From an optimization exercise on the open Yosys and OpenROAD flow, aimed at small area; shortcuts taken in it are not production practice.

==> flow/design.v (excerpt) <==
module indexed_sequence_store_core (
	input  logic        clk,
	input  logic        arst_n,
	input  logic        req_valid,
	output logic        req_ready,
	input  logic [2:0]  req_type,
	input  logic [4:0]  req_position,
	input  logic [31:0] req_data_in,
	output logic        rsp_valid,
	input  logic        rsp_ready,
	output logic [31:0] rsp_read_data,
	output logic [1:0]  rsp_status,
	output logic [4:0]  rsp_element_count
);
	logic [31:0] mem_q [16];
	logic [3:0]  perm_q [16];
	logic [4:0]  count_q;
	logic        valid_q;
	logic [1:0]  status_q;
	logic        rd_q;
	logic [3:0]  slot_q;
	logic        accept;
	logic        full, empty;
	logic        ins, rem, get, clr, dec;
	logic [1:0]  status_d;
	logic [3:0]  p;
	logic [3:0]  pslot;
	assign req_ready = !valid_q || rsp_ready;
	assign accept    = req_valid && req_ready;
	assign rsp_valid = valid_q;
	assign rsp_status = status_q;
	assign rsp_element_count = count_q;
	assign full  = count_q[4];
	assign empty = (count_q == 5'd0);
	always_comb begin
		ins      = 1'b0;
		rem      = 1'b0;
		get      = 1'b0;
		clr      = 1'b0;
		dec      = 1'b0;
		status_d = 2'd0;
		p        = req_position[3:0];
		case (req_type)
			3'd0: begin
				p = count_q[3:0];
				if (full) status_d = 2'd3; else ins = 1'b1;
			end
			3'd1: begin
				p = 4'd0;
				if (full) status_d = 2'd3; else ins = 1'b1;
			end
			3'd2: begin
				p = 4'd0;
				if (empty) status_d = 2'd1; else rem = 1'b1;
			end
			3'd3: begin
				if (empty) status_d = 2'd1; else dec = 1'b1;
			end
			3'd4: begin
				if (req_position > count_q) status_d = 2'd2;
				else if (full) status_d = 2'd3;
				else ins = 1'b1;
			end
			3'd5: begin
				if (req_position >= count_q) status_d = 2'd2; else rem = 1'b1;
			end
			3'd6: begin
				if (req_position >= count_q) status_d = 2'd2; else get = 1'b1;
  ...
For scale: ~1500 cells after synthesis, ~590 flip-flops, ~85 I/O pins, roughly 23000 µm² of cells after synthesis.
==> module indexed_sequence_store_core, before the edit <==
module indexed_sequence_store_core (
	input  logic        clk,
	input  logic        arst_n,
	input  logic        req_valid,
	output logic        req_ready,
	input  logic [2:0]  req_type,
	input  logic [4:0]  req_position,
	input  logic [31:0] req_data_in,
	output logic        rsp_valid,
	input  logic        rsp_ready,
	output logic [31:0] rsp_read_data,
	output logic [1:0]  rsp_status,
	output logic [4:0]  rsp_element_count
);
	logic [31:0] mem_q [16];
	logic [3:0]  perm_q [16];
	logic [4:0]  count_q;
	logic        valid_q;
	logic [1:0]  status_q;
	logic        rd_q;
	logic [3:0]  slot_q;
	logic        accept;
	logic        full, empty;
	logic        ins, rem, get, clr, dec;
	logic [1:0]  status_d;
	logic [3:0]  p;
	logic [3:0]  pslot;
	assign req_ready = !valid_q || rsp_ready;
	assign accept    = req_valid && req_ready;
	assign rsp_valid = valid_q;
	assign rsp_status = status_q;
	assign rsp_element_count = count_q;
	assign full  = count_q[4];
	assign empty = (count_q == 5'd0);
	always_comb begin
		ins      = 1'b0;
		rem      = 1'b0;
		get      = 1'b0;
		clr      = 1'b0;
		dec      = 1'b0;
		status_d = 2'd0;
		p        = req_position[3:0];
		case (req_type)
			3'd0: begin
				p = count_q[3:0];
				if (full) status_d = 2'd3; else ins = 1'b1;
			end
			3'd1: begin
				p = 4'd0;
				if (full) status_d = 2'd3; else ins = 1'b1;
			end
			3'd2: begin
				p = 4'd0;
				if (empty) status_d = 2'd1; else rem = 1'b1;
			end
			3'd3: begin
				if (empty) status_d = 2'd1; else dec = 1'b1;
			end
			3'd4: begin
				if (req_position > count_q) status_d = 2'd2;
				else if (full) status_d = 2'd3;
				else ins = 1'b1;
			end
			3'd5: begin
				if (req_position >= count_q) status_d = 2'd2; else rem = 1'b1;
			end
			3'd6: begin
				if (req_position >= count_q) status_d = 2'd2; else get = 1'b1;
			end
			default: clr = 1'b1;
		endcase
	end
	logic [15:0] pd, gt;
	always_comb begin
		for (int i = 0; i < 16; i++) pd[i] = (p == 4'(i));
		gt[0] = 1'b0;
		for (int i = 1; i < 16; i++) gt[i] = gt[i-1] | pd[i-1];
	end
	logic [63:0] perm_flat;
	always_comb begin
		for (int i = 0; i < 16; i++) perm_flat[4*i +: 4] = perm_q[i];
	end
	isq_pick16 u_pick (.tbl(perm_flat), .sel(pd), .y(pslot));
	always_ff @(posedge clk or negedge arst_n) begin
		if (!arst_n) begin
			valid_q <= 1'b0;
		end else if (accept) begin
			valid_q <= 1'b1;
		end else if (rsp_ready) begin
			valid_q <= 1'b0;
		end
	end
	always_ff @(posedge clk) begin
		if (accept) begin
			status_q <= status_d;
			rd_q     <= get;
			slot_q   <= pslot;
		end
	end
	always_ff @(posedge clk or negedge arst_n) begin
		if (!arst_n) begin
			count_q <= 5'd0;
		end else if (accept) begin
			if (clr) count_q <= 5'd0;
			else if (ins) count_q <= count_q + 5'd1;
			else if (rem || dec) count_q <= count_q - 5'd1;
		end
	end
	logic [15:0] sh_up, sh_dn, put, hold;
	logic [3:0]  ent [16];
	always_comb begin
		for (int i = 0; i < 16; i++) begin
			sh_up[i] = accept && ins && gt[i];
			put[i]   = accept && ((ins && pd[i]) || (rem && i == 15));
			sh_dn[i] = accept && rem && i < 15 && (gt[i] || pd[i]);
			hold[i]  = !(sh_up[i] || sh_dn[i] || put[i]);
		end
	end
	isq_sel3 u_sel_0 (
		.q  (perm_q[0]),  .h (hold[0]),
		.a  (perm_q[1]),  .ea (sh_dn[0]),
		.b  (perm_q[15]), .eb (put[0]),
		.y  (ent[0])
	);
	isq_sel3 u_sel_15 (
		.q  (perm_q[15]), .h (hold[15]),
		.a  (perm_q[14]), .ea (sh_up[15]),
		.b  (pslot),      .eb (put[15]),
		.y  (ent[15])
	);
	for (genvar i = 1; i < 15; i++) begin : g_ent
		isq_sel4 u_sel (
			.q  (perm_q[i]),   .h (hold[i]),
			.lo (perm_q[i-1]), .u (sh_up[i]),
			.hi (perm_q[i+1]), .d (sh_dn[i]),
			.nw (perm_q[15]),  .p (put[i]),
			.y  (ent[i])
		);
	end
	always_ff @(posedge clk or negedge arst_n) begin
		if (!arst_n) begin
			for (int i = 0; i < 16; i++) perm_q[i] <= 4'(i);
		end else begin
			for (int i = 0; i < 16; i++) perm_q[i] <= ent[i];
		end
	end
	always_ff @(posedge clk) begin
		for (int s = 0; s < 16; s++) begin
			if (accept && ins && perm_q[15] == 4'(s)) mem_q[s] <= req_data_in;
		end
	end
	always_comb begin
		rsp_read_data = 32'd0;
		for (int s = 0; s < 16; s++)
			if (rd_q && slot_q == 4'(s)) rsp_read_data = rsp_read_data | mem_q[s];
	end
endmodule
Settings: LEC_CHECK=0, CAP_MARGIN=20, CORE_MARGIN=2, CORE_UTILIZATION=75, CTS_BUF_LIST=sky130_fd_sc_hd__clkbuf_8, CTS_CLUSTER_DIAMETER=60, CTS_CLUSTER_SIZE=20, PLACE_DENSITY=0.85, SLEW_MARGIN=20, SYNTH_HIERARCHICAL=1, SYNTH_MINIMUM_KEEP_SIZE=0; clock period 5.0 ns.
standard.sh (not shown) runs the stock make flow with config.mk's settings and CLKGATE_MAP_FILE= SYNTH_SCRIPT=/design/flow/synth_recipe.tcl, a recipe that flattens the netlist after the stock synthesis.
==> flow/flow/run.sh <==
#!/bin/bash
# Standard layout, with the port buffers made of the smallest buffer cell.
bash standard.sh "BUFFER_PORTS_ARGS=-buffer_cell sky130_fd_sc_hd__buf_1" finish > standard.log 2>&1
Then changed:
--- a/flow/design.v
+++ b/flow/design.v
@@ -187,9 +187,13 @@
 		end
 	end
-	always_comb begin
-		rsp_read_data = 32'd0;
-		for (int s = 0; s < 16; s++)
-			if (rd_q && slot_q == 4'(s)) rsp_read_data = rsp_read_data | mem_q[s];
-	end
+	logic [15:0]  rsel;
+	logic [511:0] mem_flat;
+	always_comb begin
+		for (int i = 0; i < 16; i++) begin
+			rsel[i] = rd_q && slot_q == 4'(i);
+			mem_flat[32*i +: 32] = mem_q[i];
+		end
+	end
+	isq_rdmux u_rd (.words(mem_flat), .sel(rsel), .y(rsp_read_data));
 endmodule
 module isq_sel4 (
@@ -227,2 +231,12 @@
 	end
 endmodule
+module isq_rdmux (
+	input  logic [511:0] words,
+	input  logic [15:0]  sel,
+	output logic [31:0]  y
+);
+	always_comb begin
+		y = 32'd0;
+		for (int i = 0; i < 16; i++) y = y | (words[32*i +: 32] & {32{sel[i]}});
+	end
+endmodule
=> The changed run finished clean. Design area fell by 1.3%. Critical path depth stays the same. Register-to-register slack degrades by 0.25 ns. Final cell count falls by 7.4%. Clock-buffer cell count decreases by 3. Die area hardly moves. Sequential share of layout area came out higher by 0.92 points.
No functional check of the RTL was part of any run of this note.

[separate check: timing with driven ports]
The results above use ideal ports. As a check the final layouts listed here were re-extracted and re-timed, cells and wires unchanged. Step 1 assumes that a clkbuf_16 drives the clock port and a buf_2 every other input. Step 2, shift: input delay + t, output delay - t, t = (earliest + latest rising clock arrival at the registers) / 2. This alone moves slack from input paths to output paths. a / b / c = ideal / step 1 / step 2; a / b = the first two.
run | t (ns) | slack for setup (ns) | worst data-port slew with drivers (ns)
the first run | 0.635 | 0.419 / 0.369 / 0.772 | 0.08
the second run | 0.622 | 0.571 / 0.526 / 0.554 | 0.04
After both steps setup and hold are still met in every run listed. For the second run, which loses most, drivers alone change the setup slack by -0.045 ns; drivers and shift together by -0.017 ns.
